Source: an optimization exercise on an open RTL-to-GDS flow (aim: small area). Production flows keep margins and buffers that such runs may drop.
Function was checked by simulation only, so behaviour that the tests miss may differ from the original.

## before
==> flow/design.v (excerpt) <==
module rs_alu #(
    parameter int RS_SIZE = 4
) (
    input  logic                                in_clk,
    input  logic                                in_rst,
    input  logic                                in_flush,
    input  logic                                in_dispatch_valid,
    input  rs_alu_pkg::fu_op_t                  in_dispatch_fu_op,
    input  logic [rs_alu_pkg::GPR_SIZE-1:0]     in_dispatch_val_a,
    input  logic [rs_alu_pkg::GPR_SIZE-1:0]     in_dispatch_val_b,
    input  logic                                in_dispatch_a_ready,
    input  logic                                in_dispatch_b_ready,
    input  logic [rs_alu_pkg::ROB_IDX_SIZE-1:0] in_dispatch_a_rob_index,
    input  logic [rs_alu_pkg::ROB_IDX_SIZE-1:0] in_dispatch_b_rob_index,
    input  logic [rs_alu_pkg::ROB_IDX_SIZE-1:0] in_dispatch_dst_rob_index,
    input  logic                                in_dispatch_set_nzcv,
    input  rs_alu_pkg::nzcv_t                   in_dispatch_nzcv,
    input  logic                                in_dispatch_nzcv_ready,
    input  logic [rs_alu_pkg::ROB_IDX_SIZE-1:0] in_dispatch_nzcv_rob_index,
    output logic                                out_dispatch_ready,
    input  logic                                in_fu_done,
    input  logic [rs_alu_pkg::ROB_IDX_SIZE-1:0] in_fu_dst_rob_index,
    input  logic [rs_alu_pkg::GPR_SIZE-1:0]     in_fu_value,
    input  logic                                in_fu_set_nzcv,
    input  rs_alu_pkg::nzcv_t                   in_fu_nzcv,
    input  logic                                in_fu_alu_ready,
    output logic                                out_fu_alu_start,
    output rs_alu_pkg::fu_op_t                  out_fu_alu_fu_op,
    output logic [rs_alu_pkg::GPR_SIZE-1:0]     out_fu_alu_val_a,
    output logic [rs_alu_pkg::GPR_SIZE-1:0]     out_fu_alu_val_b,
    output logic [rs_alu_pkg::ROB_IDX_SIZE-1:0] out_fu_alu_dst_rob_index,
    output logic                                out_fu_alu_set_nzcv,
    output rs_alu_pkg::nzcv_t                   out_fu_alu_nzcv
);
    localparam int N  = RS_SIZE;
    localparam int TW = rs_alu_pkg::ROB_IDX_SIZE;
    localparam int GW = rs_alu_pkg::GPR_SIZE;
    logic                 kill;
    logic [N-1:0]         v;        
  ...
Size in the first run: about 2500 cells after synthesis, ~600 flip-flops, about 380 I/O pins, about 23000 sq um of cells after synthesis.
clock: 5.0 ns
lec_check: 0
cap_margin: 20
core_margin: 2
core_utilization: 40
place_density: 0.75
slew_margin: 20
standard.sh (not shown) runs the stock make flow with config.mk's settings and CLKGATE_MAP_FILE= SYNTH_SCRIPT=/design/flow/synth_recipe.tcl, a recipe that flattens the netlist after the stock synthesis.
==> flow/flow/run.sh <==
#!/bin/bash
# Standard ORFS layout, with three changes:
#  - synthesis maps logic with an area-oriented ABC script (flow/area.abc);
#    everything else in synthesis is the standard flow's own script, unchanged;
#  - ports are buffered with the smallest buffer;
#  - a lighter clock tree (no dummy loads, smaller buffers).
set -e
W=$PWD
cat > $W/area_synth.tcl <<EOT
proc abc {args} {
  set i [lsearch -exact \$args -script]
  if {\$i >= 0} { set args [lreplace \$args \$i [expr {\$i + 1}] -script $W/flow/area.abc] }
  yosys abc {*}\$args
}
source $W/synth_recipe.tcl
EOT
export BUFFER_PORTS_ARGS="-buffer_cell sky130_fd_sc_hd__buf_1"
export CTS_ARGS="-sink_clustering_enable -repair_clock_nets -dont_use_dummy_load -buf_list {sky130_fd_sc_hd__clkbuf_4 sky130_fd_sc_hd__clkbuf_8} -sink_clustering_size 16 -sink_clustering_max_diameter 80"
bash standard.sh SYNTH_SCRIPT=$W/area_synth.tcl finish > standard.log 2>&1
==> flow/flow/area.abc <==
strash
dch
amap
topo
Having completed the whole flow, before delivered a layout that passed the timing, design-rule and antenna checks.
Inputs modified between before and after:
- PLACE_DENSITY: 0.75 -> unset
Findings:
As far as critical path depth goes, after and before are indistinguishable; the numbers are identical.
Non-clock buffer count: after vs before up 3.6%
Compared with before, after is hungrier on power.
after vs. before: area added between synthesis and finish increased 0.52 points, utilization of the core after routing increased 0.21 points.

========
Setup of alpha:
Another version of the RTL of rs_alu (not shown whole).
Size in the first run: ~2,700 cells after synthesis, ~600 flip-flops, ~380 I/O pins, roughly 26,000 um2 of cells after synthesis.
==> flow/config.mk <==
export PLATFORM = sky130hd
export DESIGN_NAME = rs_alu
export DESIGN_NICKNAME = rs_alu
export VERILOG_FILES = /design/flow/design.v
export SDC_FILE = /design/flow/constraint.sdc
export NUM_CORES = 4
export LEC_CHECK = 0
export CAP_MARGIN = 20
export CORE_MARGIN = 2
export CORE_UTILIZATION = 40
export SLEW_MARGIN = 20
==> flow/constraint.sdc <==
create_clock -name core_clock -period 5.0 [get_ports {in_clk}]
set_input_delay 1.0000 -clock core_clock [delete_from_list [all_inputs] [get_ports {in_clk}]]
set_output_delay 1.0000 -clock core_clock [all_outputs]
set_load 0.01 [all_outputs]
==> flow/flow/run.sh <==
#!/bin/bash
set -e
cp standard.sh standard_sh_copy.log
export BUFFER_PORTS_ARGS="-buffer_cell sky130_fd_sc_hd__buf_1"
export CTS_ARGS="-sink_clustering_enable -repair_clock_nets -dont_use_dummy_load -buf_list {sky130_fd_sc_hd__clkbuf_4 sky130_fd_sc_hd__clkbuf_8}"
bash standard.sh > standard.log 2>&1
Edits applied to the flow inputs when going from alpha to beta:
==> flow/run.sh (new file) <==
#!/bin/bash
# synth_recipe.tcl (not shown) runs the flow's synth.tcl, then flattens the netlist and writes it again
# the make line also repeats each setting of config.mk as NAME=value (left out here)
make -C /OpenROAD-flow-scripts/flow DESIGN_CONFIG=/design/flow/config.mk WORK_HOME=/design/flow/orfs CLKGATE_MAP_FILE= SYNTH_SCRIPT=/design/flow/synth_recipe.tcl finish
removed: flow/flow/run.sh
removed: flow/standard.sh
Notes after the runs:
beta vs. alpha: largest fanout on the critical path shows a reduction of 30%, total vias in the final route went down 175, sequential cell count flat.
Launching instance or port of the critical path = osel[2]: alpha; launching instance or port of the critical path = osel[0]: beta

[port drivers added, routing unchanged]
The results above use ideal ports. As a check the final layouts listed here were re-extracted and re-timed, cells and wires unchanged.
Step 1, drivers: a clkbuf_16 drives in_clk and a buf_2 each remaining input, both assumed.
Step 2, shift: input delay + t, output delay - t, t = (earliest + latest rising clock arrival at the registers) / 2. This alone moves slack from input paths to output paths.
Three values: ideal ports, drivers, drivers and shift; two values: the first two.
run	shift t [ns]	setup slack, ns	clock arrival spread, ns	slew at the worst register clock pin (ns)	worst data-port slew with drivers (ns)
before	0.694	1.167 / 1.106 / 0.687	0.081 / 0.081	0.11 / 0.11	0.12
after	0.714	0.720 / 0.660 / 0.904	0.062 / 0.063	0.11 / 0.11	0.12
alpha	0.729	1.275 / 1.218 / 1.033	0.076 / 0.076	0.06 / 0.06	0.12
beta	0.648	0.924 / 0.867 / 0.816	0.031 / 0.030	0.06 / 0.06	0.11
After both steps setup and hold are still met in every run listed. For before, which loses most, drivers alone change the setup slack by -0.061 ns; drivers and shift together by -0.480 ns.
